Background: an optimization exercise with open tools, aiming at small area and a short achievable clock period. Do not read the settings as production practice. RTL that was checked went through simulation tests only; none was proved equivalent to the original. No activity file was given, so power comes from the tool's default toggle rates.

// latency_histogram_counters_top
module latency_histogram_counters_top (
  input  logic                  clk_i,
  input  logic                  rst_ni,
  input  logic                  cfg_we_i,
  input  logic [lhc_pkg::CFG_IDX_W-1:0]  cfg_index_i,
  input  logic [lhc_pkg::CFG_DATA_W-1:0] cfg_wdata_i,
  input  logic                  in_valid_i,
  output logic                  in_stall_o,
  input  logic [lhc_pkg::IN_BEAT_W-1:0]  in_beat_i,
  output logic                  out_valid_o,
  input  logic                  out_stall_i,
  output logic [lhc_pkg::OUT_BEAT_W-1:0] out_beat_o
);
==> module lhc_dp, before the edit <==
module lhc_dp (
  input  logic                  clk_i,
  input  logic                  rst_ni,
  input  logic                  cfg_we_i,
  input  logic [lhc_pkg::CFG_IDX_W-1:0]  cfg_index_i,
  input  logic [lhc_pkg::CFG_DATA_W-1:0] cfg_wdata_i,
  input  logic                  accept_i,
  input  logic [2:0]            command_i,
  input  logic [lhc_pkg::DUR_W-1:0] duration_i,
  input  logic                  load_i,
  input  logic [lhc_pkg::IDX_W-1:0] load_idx_i,
  output logic [lhc_pkg::CNT_W-1:0] out_value_o
);
  localparam int unsigned DUR_W = lhc_pkg::DUR_W;
  localparam int unsigned CNT_W = lhc_pkg::CNT_W;
  localparam int unsigned NLIM  = lhc_pkg::LIMIT_REGS;
  localparam int unsigned TLO_W = CNT_W / 2;
  localparam int unsigned SEG_W = 7;
  localparam int unsigned NSLOW = 11;
  function automatic logic [CNT_W-1:0] cnt_inc(input logic [CNT_W-1:0] q, input logic en);
    logic [CNT_W-1:0] ones;
    ones[0] = 1'b1;
    for (int i = 1; i < CNT_W; i++) ones[i] = ones[i-1] & q[i-1];
    cnt_inc = q ^ ({CNT_W{en}} & ones);
  endfunction
  function automatic logic [SEG_W:0] seg_inc(input logic [SEG_W-1:0] q, input logic cin, input int w);
    logic t;
    seg_inc = '0;
    t = cin;
    for (int i = 0; i < SEG_W; i++) begin
      if (i < w) begin
        seg_inc[i] = q[i] ^ t;
        t = t & q[i];
      end
    end
    seg_inc[SEG_W] = t;
  endfunction
  logic [DUR_W-1:0] limit_q [NLIM];
  always_ff @(posedge clk_i or negedge rst_ni) begin
    if (!rst_ni) begin
      for (int i = 0; i < NLIM; i++) begin
        limit_q[i] <= lhc_pkg::LIMIT_RESET[i*DUR_W +: DUR_W];
      end
    end else if (cfg_we_i && (cfg_index_i != 3'd7)) begin
      limit_q[cfg_index_i] <= cfg_wdata_i;
    end
  end
  logic             rec_a, tmo_a, usr_a, ovf_a;
  logic [DUR_W-1:0] dur_a;
  logic [NLIM-1:0]  le_a;
  always_ff @(posedge clk_i or negedge rst_ni) begin
    if (!rst_ni) begin
      rec_a <= 1'b0;
      tmo_a <= 1'b0;
      usr_a <= 1'b0;
      ovf_a <= 1'b0;
    end else begin
      rec_a <= accept_i & (command_i == lhc_pkg::CMD_RECORD);
      tmo_a <= accept_i & (command_i == lhc_pkg::CMD_TIMEOUT);
      usr_a <= accept_i & (command_i == lhc_pkg::CMD_USER);
      ovf_a <= accept_i & (command_i == lhc_pkg::CMD_OVERFLOW);
    end
  end
  always_ff @(posedge clk_i) begin
    dur_a <= duration_i;
    for (int i = 0; i < NLIM; i++) le_a[i] <= (duration_i <= limit_q[i]);
  end
  logic [7:0] hit, hit_b;
  always_comb begin
    logic none;
    none = rec_a;
    for (int i = 0; i < NLIM; i++) begin
      hit[i] = none & le_a[i];
      none   = none & ~le_a[i];
    end
    hit[7] = none;
  end
  always_ff @(posedge clk_i or negedge rst_ni) begin
    if (!rst_ni) hit_b <= '0;
    else         hit_b <= hit;
  end
  logic [CNT_W-1:0] sample_q, timeout_q, user_q, ovfc_q;
  logic [NSLOW-1:0] slow_en;
  logic [CNT_W-1:0] slow_q [NSLOW];
  logic [1:0]       slow_cy_q [NSLOW];
  logic [TLO_W-1:0] tot_lo_q;
  logic [CNT_W-TLO_W-1:0] tot_hi_q;
  logic             tot_cy_q;
  logic [TLO_W:0]   tot_lo_sum;
  logic [DUR_W-1:0] peak_q;
  logic [CNT_W-1:0] bin_q [8];
  assign tot_lo_sum = {1'b0, tot_lo_q} + (rec_a ? (TLO_W+1)'(dur_a[TLO_W-1:0]) : '0);
  always_ff @(posedge clk_i or negedge rst_ni) begin
    if (!rst_ni) begin
      sample_q  <= '0;
      tot_lo_q  <= '0;
      tot_hi_q  <= '0;
      tot_cy_q  <= 1'b0;
      peak_q    <= '0;
      for (int k = 0; k < NSLOW; k++) begin
        slow_q[k]    <= '0;
        slow_cy_q[k] <= '0;
      end
    end else begin
      sample_q  <= cnt_inc(sample_q, rec_a);
      for (int k = 0; k < NSLOW; k++) begin
        logic [SEG_W:0] s0, s1, s2;
        s0 = seg_inc(slow_q[k][6:0], slow_en[k], 7);
        s1 = seg_inc(slow_q[k][13:7], slow_cy_q[k][0], 7);
        s2 = seg_inc({1'b0, slow_q[k][19:14]}, slow_cy_q[k][1], 6);
        slow_q[k]    <= {s2[5:0], s1[6:0], s0[6:0]};
        slow_cy_q[k] <= {s1[SEG_W], s0[SEG_W]};
      end
      {tot_cy_q, tot_lo_q} <= tot_lo_sum;
      tot_hi_q <= tot_hi_q + (rec_a ? (CNT_W-TLO_W)'(dur_a[DUR_W-1:TLO_W]) : '0)
                           + (CNT_W-TLO_W)'(tot_cy_q);
      if (rec_a && (dur_a > peak_q)) peak_q <= dur_a;
    end
  end
  assign slow_en = {ovf_a, usr_a, tmo_a, hit_b};
  always_comb begin
    for (int i = 0; i < 8; i++) bin_q[i] = slow_q[i];
    timeout_q = slow_q[8];
    user_q    = slow_q[9];
    ovfc_q    = slow_q[10];
  end
  logic [CNT_W-1:0] snap_val;
  always_comb begin
    case (load_idx_i)
      4'd0:    snap_val = sample_q;
      4'd1:    snap_val = {tot_hi_q, tot_lo_q};
      4'd2:    snap_val = CNT_W'(peak_q);
      4'd3:    snap_val = bin_q[0];
      4'd4:    snap_val = bin_q[1];
      4'd5:    snap_val = bin_q[2];
      4'd6:    snap_val = bin_q[3];
      4'd7:    snap_val = bin_q[4];
      4'd8:    snap_val = bin_q[5];
      4'd9:    snap_val = bin_q[6];
      4'd10:   snap_val = bin_q[7];
      4'd11:   snap_val = timeout_q;
      4'd12:   snap_val = user_q;
      default: snap_val = ovfc_q;
    endcase
  end
  always_ff @(posedge clk_i or negedge rst_ni) begin
    if (!rst_ni)     out_value_o <= '0;
    else if (load_i) out_value_o <= snap_val;
  end
endmodule
==> flow/config.mk <==
export PLATFORM = sky130hd
export DESIGN_NAME = latency_histogram_counters_top
export DESIGN_NICKNAME = latency_histogram_counters_top
export VERILOG_FILES = /design/flow/design.v
export SDC_FILE = /design/flow/constraint.sdc
export NUM_CORES = 4
export LEC_CHECK = 0
export CAP_MARGIN = 20
export CORE_MARGIN = 2
export CORE_UTILIZATION = 40
export CTS_BUF_LIST = sky130_fd_sc_hd__clkbuf_16
export CTS_CLUSTER_DIAMETER = 80
export CTS_CLUSTER_SIZE = 30
export SETUP_SLACK_MARGIN = 3.6
export SLEW_MARGIN = 20
==> flow/constraint.sdc <==
create_clock -name core_clock -period 6.0 [get_ports {clk_i}]
set_input_delay 1.2000 -clock core_clock [delete_from_list [all_inputs] [get_ports {clk_i}]]
set_output_delay 1.2000 -clock core_clock [all_outputs]
set_load 0.01 [all_outputs]
standard.sh (not shown) runs the stock make flow with config.mk's settings and CLKGATE_MAP_FILE= SYNTH_SCRIPT=/design/flow/synth_recipe.tcl, a recipe that flattens the netlist after the stock synthesis.
==> flow/flow/run.sh <==
#!/bin/bash
# Own flow: the standard layout with two changes.
#  1. Synthesis is the standard synthesis script (synth_recipe_mix.tcl is
#     synth_recipe.tcl plus a wrapper around ORFS's final abc call): the logic
#     cone that feeds the snapshot output value register is mapped with an
#     area-recovering ABC script (abc_area_nf.script), the rest with ORFS's
#     standard ABC script. Flip-flops are mapped before that call, so the
#     registers, their names and cell types are the standard synthesis's.
#  2. Ports are buffered with buf_2 cells instead of the delay buffers that
#     port buffering otherwise picks.
# Each step's full output goes to a log file of its own in this folder.
set -euo pipefail
W=$PWD
bash standard.sh "SYNTH_SCRIPT=$W/flow/synth_recipe_mix.tcl" \
  "MIX_AREA_SCRIPT=$W/flow/abc_area_nf.script" synth > "$W/synth.log" 2>&1
bash standard.sh "BUFFER_PORTS_ARGS=-buffer_cell sky130_fd_sc_hd__buf_2" finish > "$W/layout.log" 2>&1
==> flow/flow/abc_area_nf.script <==
&get -n
&st
&dch
&nf -R 1000
&put
==> flow/flow/synth_recipe_mix.tcl <==
proc synth {args} { yosys synth -nofsm -noshare {*}$args }
# The final technology mapping (ORFS's synth.tcl calls abc once, after the
# flip-flops are mapped): the cone feeding the snapshot output value register
# is mapped first with an area-recovering ABC script, the rest as standard.
proc abc {args} {
  set i [lsearch -exact $args -script]
  set area_args [lreplace $args [expr {$i + 1}] [expr {$i + 1}] $::env(MIX_AREA_SCRIPT)]
  set stop {}
  foreach t {dfrtp_1 dfrtp_2 dfrtp_4 dfstp_1 dfstp_2 dfstp_4 dfxtp_1 dfxtp_2 dfxtp_4 edfxtp_1} {
    lappend stop "sky130_fd_sc_hd__$t"
  }
  yosys select -set rdd c:*out_value_o* %ci1:+[join $stop ,]\[D\] c:*out_value_o* %d
  yosys select -set rdcone @rdd %ci*:-[join $stop ,]
  yosys select -set rdgates @rdcone t:\$_* %i
  yosys tee -o $::env(REPORTS_DIR)/mix_cone.txt select -count @rdgates
  yosys abc {*}$area_args @rdgates
  yosys abc {*}$args
}
source $::env(SCRIPTS_DIR)/synth.tcl
# left out here: clear keep_hierarchy, flatten, clean up, hide names made inside functions, write 1_2_yosys.v
Change:
--- a/flow/design.v
+++ b/flow/design.v
@@ -105,17 +105,7 @@
     seg_inc[SEG_W] = t;
   endfunction
-  logic [DUR_W-1:0] limit_q [NLIM];
-  always_ff @(posedge clk_i or negedge rst_ni) begin
-    if (!rst_ni) begin
-      for (int i = 0; i < NLIM; i++) begin
-        limit_q[i] <= lhc_pkg::LIMIT_RESET[i*DUR_W +: DUR_W];
-      end
-    end else if (cfg_we_i && (cfg_index_i != 3'd7)) begin
-      limit_q[cfg_index_i] <= cfg_wdata_i;
-    end
-  end
-  logic             rec_a, tmo_a, usr_a, ovf_a;
-  logic [DUR_W-1:0] dur_a;
-  logic [NLIM-1:0]  le_a;
+  logic             rec_a, tmo_a, usr_a, ovf_a, cwe_a;
+  logic [DUR_W-1:0] dur_a, cdat_a;
+  logic [2:0]       cidx_a;
   always_ff @(posedge clk_i or negedge rst_ni) begin
     if (!rst_ni) begin
@@ -124,4 +114,5 @@
       usr_a <= 1'b0;
       ovf_a <= 1'b0;
+      cwe_a <= 1'b0;
     end else begin
       rec_a <= accept_i & (command_i == lhc_pkg::CMD_RECORD);
@@ -129,9 +120,21 @@
       usr_a <= accept_i & (command_i == lhc_pkg::CMD_USER);
       ovf_a <= accept_i & (command_i == lhc_pkg::CMD_OVERFLOW);
+      cwe_a <= cfg_we_i & (cfg_index_i != 3'd7);
     end
   end
   always_ff @(posedge clk_i) begin
-    dur_a <= duration_i;
-    for (int i = 0; i < NLIM; i++) le_a[i] <= (duration_i <= limit_q[i]);
+    dur_a  <= duration_i;
+    cidx_a <= cfg_index_i;
+    cdat_a <= cfg_wdata_i;
+  end
+  logic [DUR_W-1:0] limit_q [NLIM];
+  always_ff @(posedge clk_i or negedge rst_ni) begin
+    if (!rst_ni) begin
+      for (int i = 0; i < NLIM; i++) begin
+        limit_q[i] <= lhc_pkg::LIMIT_RESET[i*DUR_W +: DUR_W];
+      end
+    end else if (cwe_a) begin
+      limit_q[cidx_a] <= cdat_a;
+    end
   end
   logic [7:0] hit, hit_b;
@@ -140,6 +143,6 @@
     none = rec_a;
     for (int i = 0; i < NLIM; i++) begin
-      hit[i] = none & le_a[i];
-      none   = none & ~le_a[i];
+      hit[i] = none & (dur_a <= limit_q[i]);
+      none   = none & ~(dur_a <= limit_q[i]);
     end
     hit[7] = none;
=>
- global-route usage goes up by 0.37 points
- power stays flat
- routed wire length goes up by 5.4%
- fmax goes up by about 0.9%
- sequential cell count goes up by 13
- clock power goes down by about 3%
- non-clock buffer count goes up by 4
- sequential power goes up by about 4%
- clock skew goes down by 4.1 ps
- synthesized cell count goes up by about 0.44%
- cell count goes up by about 0.7%
The RTL of the first run of this note was laid out without a check of its function.

==> what the ideal ports hide <==
The results above use ideal ports. As a check the final layouts listed here were re-extracted and re-timed, cells and wires unchanged.
Step 1: set_driving_cell puts a clkbuf_16 on clk_i and a buf_2 on each other input, an assumption about the parent block.
Step 2, shift: input delay + t, output delay - t, t = (earliest + latest rising clock arrival at the registers) / 2. This alone moves slack from input paths to output paths.
a / b / c = ideal / step 1 / step 2; a / b = the first two.
run	t, ns	setup slack, ns	clock arrival spread, ns
the first run	0.653	3.611 / 3.587 / 2.995	0.032 / 0.032
the second run	0.649	3.633 / 3.574 / 3.204	0.036 / 0.035
After both steps setup and hold are still met in every run listed. For the first run, which loses most, drivers alone change the setup slack by -0.024 ns; drivers and shift together by -0.616 ns.
